This is an optimization exercise on Yosys and OpenROAD, whose aim is small area and few clock cycles, not a production implementation. At most, simulation tests tie the RTL to the original design; equivalence was not proved. Power and IR drop assume default switching activity.

==> run a: inputs <==
==> flow/design.v <==
`default_nettype none
module saturn_debugger (
    input  wire logic        i_clk,
    input  wire logic        i_reset,
    input  wire logic        i_instr_decoded,
    input  wire logic        i_exec_unit_busy,
    input  wire logic [19:0] i_current_pc,
    input  wire logic        i_reg_carry,
    input  wire logic [3:0]  i_reg_p,
    input  wire logic [15:0] i_reg_st,
    output logic [1:0]       o_dbg_register,
    output logic [3:0]       o_dbg_reg_ptr,
    input  wire logic [3:0]  i_dbg_reg_nibble,
    input  wire logic        i_bus_debug,
    input  wire logic [1:0]  i_bus_action,
    input  wire logic [3:0]  i_bus_data,
    input  wire logic        i_serial_busy,
    output logic [7:0]       o_char_to_send,
    output logic             o_char_valid,
    output logic             o_char_send,
    output logic             o_debug_cycle
);
    localparam logic [1:0] L_PC = 2'b00;   
    localparam logic [1:0] L_ST = 2'b11;   
    localparam logic [1:0] L_A  = 2'b01;   
    localparam logic [1:0] L_C  = 2'b10;   
    localparam logic [4:0] PC_FIRST = 5'd10;
    localparam logic [4:0] PC_LAST  = 5'd18;
    localparam logic [4:0] ST_FIRST = 5'd21;
    localparam logic [4:0] AC_FIRST = 5'd20;
    localparam logic [4:0] C_LAST   = 5'd30;
    logic [1:0] line;
    logic [4:0] pos;
    logic [3:0] nib;
    logic       bus_pending;
    logic       bus_second;
    logic [1:0] bus_action_q;
    logic       trigger;
    logic       valid_next;
    logic       dump_step;
    logic       line_end;
    logic       dump_end;
    logic [3:0] dump_nib;
    logic [3:0] pc_nib;
    logic       is_data;
    logic [7:0] hex;
    logic [7:0] text_char;
    logic [7:0] action_char;
    assign trigger = i_instr_decoded && !i_exec_unit_busy;
    assign valid_next = !i_reset && !o_char_valid && !i_serial_busy && !i_bus_debug &&
                        (bus_pending || o_debug_cycle);
    assign dump_step = o_char_valid && !bus_pending;
    always_comb begin
        case (line)
            L_PC:    line_end = (pos == PC_LAST);
            L_C:     line_end = (pos == C_LAST);
            default: line_end = (pos == 5'd0);
        endcase
    end
    assign dump_end = (line == L_C) && (pos == C_LAST);
    assign o_dbg_register = o_debug_cycle ? line : 2'b00;
    assign o_dbg_reg_ptr  = pos[3:0];
    always_ff @(posedge i_clk) begin
        if (i_reset) begin
            o_debug_cycle <= 1'b0;
        end else if (!o_debug_cycle) begin
            o_debug_cycle <= trigger;
        end else if (valid_next && !bus_pending && dump_end) begin
            o_debug_cycle <= 1'b0;
        end
    end
    always_ff @(posedge i_clk) begin
        if (!o_debug_cycle) begin
            line <= L_PC;
            pos  <= PC_FIRST;
        end else if (dump_step) begin
            if (line_end) begin
                case (line)
                    L_PC:    begin line <= L_ST; pos <= ST_FIRST; end
                    L_ST:    begin line <= L_A;  pos <= AC_FIRST; end
                    L_A:     begin line <= L_C;  pos <= AC_FIRST; end
                    default: begin line <= L_PC; pos <= PC_FIRST; end
                endcase
            end else begin
                pos <= pos - 5'd1;
            end
        end
    end
    always_ff @(posedge i_clk) begin
        o_char_valid <= valid_next;
        if (i_reset) begin
            o_char_send <= 1'b0;
            bus_pending <= 1'b0;
        end else begin
            if (valid_next) begin
                o_char_send <= !o_char_send;
            end
            if (i_bus_debug) begin
                bus_pending <= 1'b1;
            end else if (o_char_valid && bus_pending && bus_second) begin
                bus_pending <= 1'b0;
            end
        end
    end
    always_ff @(posedge i_clk) begin
        if (i_bus_debug) begin
            bus_second   <= 1'b0;
            bus_action_q <= i_bus_action;
        end else if (o_char_valid) begin
            bus_second   <= 1'b1;
        end
    end
    assign pc_nib = pos[2] ? i_current_pc[19:16] : i_current_pc[pos[1:0]*4 +: 4];
    always_comb begin
        case (line)
            L_PC:    dump_nib = pos[4] ? (pos[0] ? {3'b000, i_reg_carry} : i_reg_p) : pc_nib;
            L_ST:    dump_nib = {3'b000, i_reg_st[pos[3:0]]};
            default: dump_nib = i_dbg_reg_nibble;
        endcase
    end
    always_ff @(posedge i_clk) begin
        if (i_bus_debug) begin
            nib <= i_bus_data;
        end else if (!bus_pending) begin
            nib <= dump_nib;
        end
    end
    assign hex = (nib < 4'd10) ? (8'h30 + {4'h0, nib}) : (8'h37 + {4'h0, nib});
    always_comb begin
        case (bus_action_q)
            2'd0:    action_char = "w";
            2'd1:    action_char = "c";
            2'd2:    action_char = "r";
            default: action_char = ".";
        endcase
    end
    always_comb begin
        is_data   = 1'b0;
        text_char = " ";
        case (line)
            L_PC: begin
                case (pos)
                    5'd10: text_char = 8'h0a;
                    5'd9:  text_char = 8'h0d;
                    5'd8:  text_char = "P";
                    5'd7:  text_char = "C";
                    5'd6:  text_char = ":";
                    5'd4, 5'd3, 5'd2, 5'd1, 5'd0, 5'd23, 5'd18: is_data = 1'b1;
                    5'd30: text_char = "C";
                    5'd29: text_char = "a";
                    5'd28: text_char = "r";
                    5'd27: text_char = "r";
                    5'd26: text_char = "y";
                    5'd25: text_char = ":";
                    5'd21: text_char = "P";
                    5'd20: text_char = ":";
                    default: text_char = " ";
                endcase
            end
            L_ST: begin
                case (pos)
                    5'd21: text_char = 8'h0a;
                    5'd20: text_char = 8'h0d;
                    5'd19: text_char = "S";
                    5'd18: text_char = "T";
                    5'd17: text_char = ":";
                    5'd16: text_char = " ";
                    default: is_data = 1'b1;
                endcase
            end
            default: begin
                case (pos)
                    5'd20, 5'd31: text_char = 8'h0a;
                    5'd19, 5'd30: text_char = 8'h0d;
                    5'd18: text_char = (line == L_A) ? "A" : "C";
                    5'd17: text_char = ":";
                    5'd16: text_char = " ";
                    default: is_data = 1'b1;
                endcase
            end
        endcase
    end
    always_comb begin
        if (bus_pending) begin
            o_char_to_send = bus_second ? hex : action_char;
        end else begin
            o_char_to_send = is_data ? hex : text_char;
        end
    end
endmodule
`default_nettype wire
==> flow/run.sh <==
#!/bin/bash
# synth_recipe.tcl (not shown) runs the flow's synth.tcl, then flattens the netlist and writes it again
# the make line also repeats each setting of config.mk as NAME=value (left out here)
make -C /OpenROAD-flow-scripts/flow DESIGN_CONFIG=/design/flow/config.mk WORK_HOME=/design/flow/orfs CLKGATE_MAP_FILE= SYNTH_SCRIPT=/design/flow/synth_recipe.tcl finish
==> flow/config.mk <==
export PLATFORM = sky130hd
export DESIGN_NAME = saturn_debugger
export DESIGN_NICKNAME = saturn_debugger
export VERILOG_FILES = /design/flow/design.v
export SDC_FILE = /design/flow/constraint.sdc
export NUM_CORES = 4
export LEC_CHECK = 0
export CAP_MARGIN = 20
export CORE_MARGIN = 2
export CORE_UTILIZATION = 40
export SLEW_MARGIN = 20
==> flow/constraint.sdc <==
create_clock -name core_clock -period 10.0 [get_ports {i_clk}]
set_input_delay 2.0000 -clock core_clock [delete_from_list [all_inputs] [get_ports {i_clk}]]
set_output_delay 2.0000 -clock core_clock [all_outputs]
set_load 0.01 [all_outputs]
==> inputs of run b, as changes to run a <==
==> flow/design.v, changed modules only <==
module saturn_debugger (
    input  wire logic        i_clk,
    input  wire logic        i_reset,
    input  wire logic        i_instr_decoded,
    input  wire logic        i_exec_unit_busy,
    input  wire logic [19:0] i_current_pc,
    input  wire logic        i_reg_carry,
    input  wire logic [3:0]  i_reg_p,
    input  wire logic [15:0] i_reg_st,
    output logic [1:0]       o_dbg_register,
    output logic [3:0]       o_dbg_reg_ptr,
    input  wire logic [3:0]  i_dbg_reg_nibble,
    input  wire logic        i_bus_debug,
    input  wire logic [1:0]  i_bus_action,
    input  wire logic [3:0]  i_bus_data,
    input  wire logic        i_serial_busy,
    output logic [7:0]       o_char_to_send,
    output logic             o_char_valid,
    output logic             o_char_send,
    output logic             o_debug_cycle
);
    localparam logic [1:0] L_PC = 2'b00;   
    localparam logic [1:0] L_ST = 2'b01;   
    localparam logic [1:0] L_A  = 2'b11;   
    localparam logic [1:0] L_C  = 2'b10;   
    localparam logic [4:0] PC_FIRST = 5'd10;
    localparam logic [4:0] PC_LAST  = 5'd18;
    localparam logic [4:0] ST_FIRST = 5'd21;
    localparam logic [4:0] AC_FIRST = 5'd20;
    localparam logic [4:0] C_LAST   = 5'd30;
    logic [1:0] line;
    logic [4:0] pos;
    logic [3:0] nib;
    logic       bus_pending;
    logic       bus_second;
    logic [1:0] bus_action_q;
    logic       trigger;
    logic       valid_next;
    logic       dump_step;
    logic       line_end;
    logic       dump_end;
    logic [3:0] dump_nib;
    logic [3:0] pc_nib;
    logic [7:0] hex;
    logic [7:0] dump_char;
    logic [7:0] action_char;
    assign trigger = i_instr_decoded && !i_exec_unit_busy;
    assign valid_next = !i_reset && !o_char_valid && !i_serial_busy && !i_bus_debug &&
                        (bus_pending || o_debug_cycle);
    assign dump_step = o_char_valid && !bus_pending;
    always_comb begin
        case (line)
            L_PC:    line_end = (pos == PC_LAST);
            L_C:     line_end = (pos == C_LAST);
            default: line_end = (pos == 5'd0);
        endcase
    end
    assign dump_end = (line == L_C) && (pos == C_LAST);
    assign o_dbg_register = {o_debug_cycle && (line == L_C), o_debug_cycle && (line == L_A)};
    assign o_dbg_reg_ptr  = pos[3:0];
    always_ff @(posedge i_clk) begin
        if (i_reset) begin
            o_debug_cycle <= 1'b0;
        end else if (!o_debug_cycle) begin
            o_debug_cycle <= trigger;
        end else if (valid_next && !bus_pending && dump_end) begin
            o_debug_cycle <= 1'b0;
        end
    end
    always_ff @(posedge i_clk) begin
        if (!o_debug_cycle) begin
            line <= L_PC;
            pos  <= PC_FIRST;
        end else if (dump_step) begin
            if (line_end) begin
                case (line)
                    L_PC:    begin line <= L_ST; pos <= ST_FIRST; end
                    L_ST:    begin line <= L_A;  pos <= AC_FIRST; end
                    L_A:     begin line <= L_C;  pos <= AC_FIRST; end
                    default: begin line <= L_PC; pos <= PC_FIRST; end
                endcase
            end else begin
                pos <= pos - 5'd1;
            end
        end
    end
    always_ff @(posedge i_clk) begin
        o_char_valid <= valid_next;
        if (i_reset) begin
            o_char_send <= 1'b0;
            bus_pending <= 1'b0;
        end else begin
            if (valid_next) begin
                o_char_send <= !o_char_send;
            end
            if (i_bus_debug) begin
                bus_pending <= 1'b1;
            end else if (o_char_valid && bus_pending && bus_second) begin
                bus_pending <= 1'b0;
            end
        end
    end
    always_ff @(posedge i_clk) begin
        if (i_bus_debug) begin
            bus_second   <= 1'b0;
            bus_action_q <= i_bus_action;
        end else if (o_char_valid) begin
            bus_second   <= 1'b1;
        end
    end
    assign pc_nib = pos[2] ? i_current_pc[19:16] : i_current_pc[pos[1:0]*4 +: 4];
    always_comb begin
        case (line)
            L_PC:    dump_nib = pos[4] ? (pos[0] ? {3'b000, i_reg_carry} : i_reg_p) : pc_nib;
            L_ST:    dump_nib = {3'b000, i_reg_st[pos[3:0]]};
            default: dump_nib = i_dbg_reg_nibble;
        endcase
    end
    always_ff @(posedge i_clk) begin
        if (i_bus_debug) begin
            nib <= i_bus_data;
        end else if (!bus_pending) begin
            nib <= dump_nib;
        end
    end
    logic nib_alpha;
    assign nib_alpha = nib[3] && (nib[2] || nib[1]);
    assign hex = nib_alpha ? {5'b01000, nib[2:0] - 3'd1} : {4'h3, nib};
    assign action_char = {1'b0, !(bus_action_q[1] && bus_action_q[0]), 1'b1, !bus_action_q[0],
                          bus_action_q[1] && bus_action_q[0], bus_action_q[1] ~^ bus_action_q[0],
                          1'b1, !bus_action_q[1]};
    always_comb begin
        case ({line, pos})
            {L_PC, 5'd10}, {L_ST, 5'd21}, {L_A, 5'd20}, {L_C, 5'd20}, {L_C, 5'd31}:
                dump_char = 8'h0a;
            {L_PC, 5'd9}, {L_ST, 5'd20}, {L_A, 5'd19}, {L_C, 5'd19}, {L_C, 5'd30}:
                dump_char = 8'h0d;
            {L_PC, 5'd8}, {L_PC, 5'd21}: dump_char = "P";
            {L_PC, 5'd7}, {L_PC, 5'd30}, {L_C, 5'd18}: dump_char = "C";
            {L_PC, 5'd6}, {L_PC, 5'd25}, {L_PC, 5'd20}, {L_ST, 5'd17}, {L_A, 5'd17}, {L_C, 5'd17}:
                dump_char = ":";
            {L_PC, 5'd29}: dump_char = "a";
            {L_PC, 5'd28}, {L_PC, 5'd27}: dump_char = "r";
            {L_PC, 5'd26}: dump_char = "y";
            {L_ST, 5'd19}: dump_char = "S";
            {L_ST, 5'd18}: dump_char = "T";
            {L_A, 5'd18}:  dump_char = "A";
            {L_PC, 5'd5}, {L_PC, 5'd31}, {L_PC, 5'd24}, {L_PC, 5'd22}, {L_PC, 5'd19},
            {L_ST, 5'd16}, {L_A, 5'd16}, {L_C, 5'd16}:
                dump_char = " ";
            default: dump_char = hex;
        endcase
    end
    always_comb begin
        if (bus_pending) begin
            o_char_to_send = bus_second ? hex : action_char;
        end else begin
            o_char_to_send = dump_char;
        end
    end
endmodule
==> flow/flow/run.sh (new file) <==
#!/bin/bash
export BUFFER_PORTS_ARGS="-buffer_cell sky130_fd_sc_hd__buf_1"
cp standard.sh standard_sh.log
bash standard.sh > standard.log 2>&1
==> flow/standard.sh (new file) <==
#!/bin/bash
# synth_recipe.tcl (not shown) runs the flow's synth.tcl, then flattens the netlist and writes it again
# the make line also repeats each setting of config.mk as NAME=value (left out here)
make -C /OpenROAD-flow-scripts/flow DESIGN_CONFIG=/design/flow/config.mk WORK_HOME=/design/flow/orfs CLKGATE_MAP_FILE= SYNTH_SCRIPT=/design/flow/synth_recipe.tcl "${@:-finish}"
CTS_BUF_LIST = sky130_fd_sc_hd__clkbuf_2 sky130_fd_sc_hd__clkbuf_4   (was unset)
removed: flow/run.sh
==> inputs of run c, as changes to run a <==
==> flow/design.v, changed modules only <==
module saturn_debugger (
    input  wire logic        i_clk,
    input  wire logic        i_reset,
    input  wire logic        i_instr_decoded,
    input  wire logic        i_exec_unit_busy,
    input  wire logic [19:0] i_current_pc,
    input  wire logic        i_reg_carry,
    input  wire logic [3:0]  i_reg_p,
    input  wire logic [15:0] i_reg_st,
    output logic [1:0]       o_dbg_register,
    output logic [3:0]       o_dbg_reg_ptr,
    input  wire logic [3:0]  i_dbg_reg_nibble,
    input  wire logic        i_bus_debug,
    input  wire logic [1:0]  i_bus_action,
    input  wire logic [3:0]  i_bus_data,
    input  wire logic        i_serial_busy,
    output logic [7:0]       o_char_to_send,
    output logic             o_char_valid,
    output logic             o_char_send,
    output logic             o_debug_cycle
);
    localparam logic [1:0] L_PC = 2'b00;   
    localparam logic [1:0] L_ST = 2'b01;   
    localparam logic [1:0] L_A  = 2'b11;   
    localparam logic [1:0] L_C  = 2'b10;   
    localparam logic [4:0] PC_FIRST = 5'd10;
    localparam logic [4:0] PC_LAST  = 5'd18;
    localparam logic [4:0] ST_FIRST = 5'd21;
    localparam logic [4:0] AC_FIRST = 5'd20;
    localparam logic [4:0] C_LAST   = 5'd30;
    logic [1:0] line;
    logic [4:0] pos;
    logic [3:0] nib;
    logic       bus_pending;
    logic       bus_second;
    logic [1:0] bus_action_q;
    logic       trigger;
    logic       valid_next;
    logic       dump_step;
    logic       line_end;
    logic       dump_end;
    logic [3:0] dump_nib;
    logic [3:0] pc_nib;
    logic [7:0] hex;
    logic [7:0] dump_char;
    logic [7:0] action_char;
    assign trigger = i_instr_decoded && !i_exec_unit_busy;
    assign valid_next = !i_reset && !o_char_valid && !i_serial_busy && !i_bus_debug &&
                        (bus_pending || o_debug_cycle);
    assign dump_step = o_char_valid && !bus_pending;
    always_comb begin
        case (line)
            L_PC:    line_end = (pos == PC_LAST);
            L_C:     line_end = (pos == C_LAST);
            default: line_end = (pos == 5'd0);
        endcase
    end
    assign dump_end = (line == L_C) && (pos == C_LAST);
    assign o_dbg_register = {o_debug_cycle && (line == L_C), o_debug_cycle && (line == L_A)};
    assign o_dbg_reg_ptr  = pos[3:0];
    always_ff @(posedge i_clk) begin
        if (i_reset) begin
            o_debug_cycle <= 1'b0;
        end else if (!o_debug_cycle) begin
            o_debug_cycle <= trigger;
        end else if (valid_next && !bus_pending && dump_end) begin
            o_debug_cycle <= 1'b0;
        end
    end
    always_ff @(posedge i_clk) begin
        if (!o_debug_cycle) begin
            line <= L_PC;
            pos  <= PC_FIRST;
        end else if (dump_step) begin
            if (line_end) begin
                case (line)
                    L_PC:    begin line <= L_ST; pos <= ST_FIRST; end
                    L_ST:    begin line <= L_A;  pos <= AC_FIRST; end
                    L_A:     begin line <= L_C;  pos <= AC_FIRST; end
                    default: begin line <= L_PC; pos <= PC_FIRST; end
                endcase
            end else begin
                pos <= pos - 5'd1;
            end
        end
    end
    always_ff @(posedge i_clk) begin
        o_char_valid <= valid_next;
        if (i_reset) begin
            o_char_send <= 1'b0;
            bus_pending <= 1'b0;
        end else begin
            if (valid_next) begin
                o_char_send <= !o_char_send;
            end
            if (i_bus_debug) begin
                bus_pending <= 1'b1;
            end else if (o_char_valid && bus_pending && bus_second) begin
                bus_pending <= 1'b0;
            end
        end
    end
    always_ff @(posedge i_clk) begin
        if (i_bus_debug) begin
            bus_second   <= 1'b0;
            bus_action_q <= i_bus_action;
        end else if (o_char_valid) begin
            bus_second   <= 1'b1;
        end
    end
    assign pc_nib = pos[2] ? i_current_pc[19:16] : i_current_pc[pos[1:0]*4 +: 4];
    always_comb begin
        case (line)
            L_PC:    dump_nib = pos[4] ? (pos[0] ? {3'b000, i_reg_carry} : i_reg_p) : pc_nib;
            L_ST:    dump_nib = {3'b000, i_reg_st[pos[3:0]]};
            default: dump_nib = i_dbg_reg_nibble;
        endcase
    end
    always_ff @(posedge i_clk) begin
        if (i_bus_debug) begin
            nib <= i_bus_data;
        end else if (!bus_pending) begin
            nib <= dump_nib;
        end
    end
    logic nib_alpha;
    assign nib_alpha = nib[3] && (nib[2] || nib[1]);
    assign hex = nib_alpha ? {5'b01000, nib[2:0] - 3'd1} : {4'h3, nib};
    assign action_char = {1'b0, !(bus_action_q[1] && bus_action_q[0]), 1'b1, !bus_action_q[0],
                          bus_action_q[1] && bus_action_q[0], bus_action_q[1] ~^ bus_action_q[0],
                          1'b1, !bus_action_q[1]};
    always_comb begin
        case ({line, pos})
            {L_PC, 5'd10}, {L_ST, 5'd21}, {L_A, 5'd20}, {L_C, 5'd20}, {L_C, 5'd31}:
                dump_char = 8'h0a;
            {L_PC, 5'd9}, {L_ST, 5'd20}, {L_A, 5'd19}, {L_C, 5'd19}, {L_C, 5'd30}:
                dump_char = 8'h0d;
            {L_PC, 5'd8}, {L_PC, 5'd21}: dump_char = "P";
            {L_PC, 5'd7}, {L_PC, 5'd30}, {L_C, 5'd18}: dump_char = "C";
            {L_PC, 5'd6}, {L_PC, 5'd25}, {L_PC, 5'd20}, {L_ST, 5'd17}, {L_A, 5'd17}, {L_C, 5'd17}:
                dump_char = ":";
            {L_PC, 5'd29}: dump_char = "a";
            {L_PC, 5'd28}, {L_PC, 5'd27}: dump_char = "r";
            {L_PC, 5'd26}: dump_char = "y";
            {L_ST, 5'd19}: dump_char = "S";
            {L_ST, 5'd18}: dump_char = "T";
            {L_A, 5'd18}:  dump_char = "A";
            {L_PC, 5'd5}, {L_PC, 5'd31}, {L_PC, 5'd24}, {L_PC, 5'd22}, {L_PC, 5'd19},
            {L_ST, 5'd16}, {L_A, 5'd16}, {L_C, 5'd16}:
                dump_char = " ";
            default: dump_char = hex;
        endcase
    end
    always_comb begin
        if (bus_pending) begin
            o_char_to_send = bus_second ? hex : action_char;
        end else begin
            o_char_to_send = dump_char;
        end
    end
endmodule
==> flow/flow/run.sh (new file) <==
#!/bin/bash
export BUFFER_PORTS_ARGS="-buffer_cell sky130_fd_sc_hd__buf_1"
cp standard.sh standard_sh.log
bash standard.sh > standard.log 2>&1
==> flow/standard.sh (new file) <==
#!/bin/bash
# synth_recipe.tcl (not shown) runs the flow's synth.tcl, then flattens the netlist and writes it again
# the make line also repeats each setting of config.mk as NAME=value (left out here)
make -C /OpenROAD-flow-scripts/flow DESIGN_CONFIG=/design/flow/config.mk WORK_HOME=/design/flow/orfs CLKGATE_MAP_FILE= SYNTH_SCRIPT=/design/flow/synth_recipe.tcl "${@:-finish}"
CTS_BUF_LIST = sky130_fd_sc_hd__clkbuf_4   (was unset)
removed: flow/run.sh
==> summary.txt <==
STA
  – Final period util: 0.568
  – Fin Hold WS: 0.535 ns

Run status
  – Outcome: finished clean

Route
  – Final WL: 5910 um

Layout
  – Multi-input logic area: 1540 um^2
  – CLK BUF: 3

Logic synthesis
  – Post-synthesis sequential area ratio: 0.196
  – Yosys cell types: 58
  – Compound-Gate Fraction of Synth Area: 0.233

Pwr
  – Clock net power: 0.0379 mW
  – Flop+latch power: 0.0846 mW
The numbers above come from run b.

==> summary.txt <==
Run status
  – Outcome: finished clean

Layout
  – Share of layout cells above drive strength 1: 0.0977
  – CLK BUF: 3

Pwr
  – Flop+latch power: 0.0846 mW
  – Clock net power: 0.0379 mW

Logic synthesis
  – Compound-Gate Fraction of Synth Area: 0.233
  – Post-synthesis sequential area ratio: 0.196
  – Yosys cell types: 58

STA
  – Final period util: 0.568
  – Fin Hold WS: around 0.53 ns
  – Fin worst setup slack: between 4 and 5 ns

Clock network
  – CTS sink cnt: 18

Place
  – Placed cells: 373

Route
  – Met2 Wirelength: 2770 um
  – Final WL: 5910 um

Die
  – Core area: between 5000 and 6000 um^2
  – Die ar.: 5950 um^2
The numbers above come from run c.

==> summary.txt <==
Clock network
  – Hold_buf cts: 0
  – # Post-CTS Setup Buffers: 0

Die
  – Chip Width: 84.8 um
  – Core area: roughly 6300 um^2

Global routing
  – Pin count of the biggest net entering global routing: 25
  – First-pass GRT wire length: 12000 um
  – GR peak layer: met2
  – Met3 Resource Use GR: 0.0321

Run status
  – Outcome: finished clean

Logic synthesis
  – Post-synthesis sequential area ratio: 0.222
  – Yosys top cell area share: 0.153
  – Yosys cell types: 67

Route
  – Final WL: 7320 um
  – Final ANT Viol Nets: 0

Layout
  – CLK BUF: 4

Pwr
  – Clock net power: 0.0808 mW
  – Sw Pwr: 0.0640 mW
The numbers above come from run a.

Testbench counts of run a, summed over its fixed seeds: cycles 10,247.
Function not checked in run b and run c: the RTL went through the layout flow alone.

[what the ideal ports hide]
How much do the figures lean on ideal ports? The routed layouts below were timed once more, with nothing changed but the port constraints.
Step 1: set_driving_cell puts a clkbuf_16 on i_clk and a buf_2 on each other input, an assumption about the parent block.
Step 2 moves the port delays by t, midway between the first and last clock arrival at a register: inputs arrive t later, outputs are due t later. That takes back most of the time a late clock gives input paths.
Three values: ideal, step 1, step 2; two values: the first two.
run	shift t [ns]	slack for setup (ns)	worst slew at a driven data input, ns	cell pins on the clock port's net
run a	0.304	4.179 / 4.150 / 4.454	0.05	1
run b	0.311	4.323 / 4.299 / 4.610	0.04	1
run c	0.311	4.323 / 4.299 / 4.610	0.04	1
After both steps every run listed still meets setup and hold.
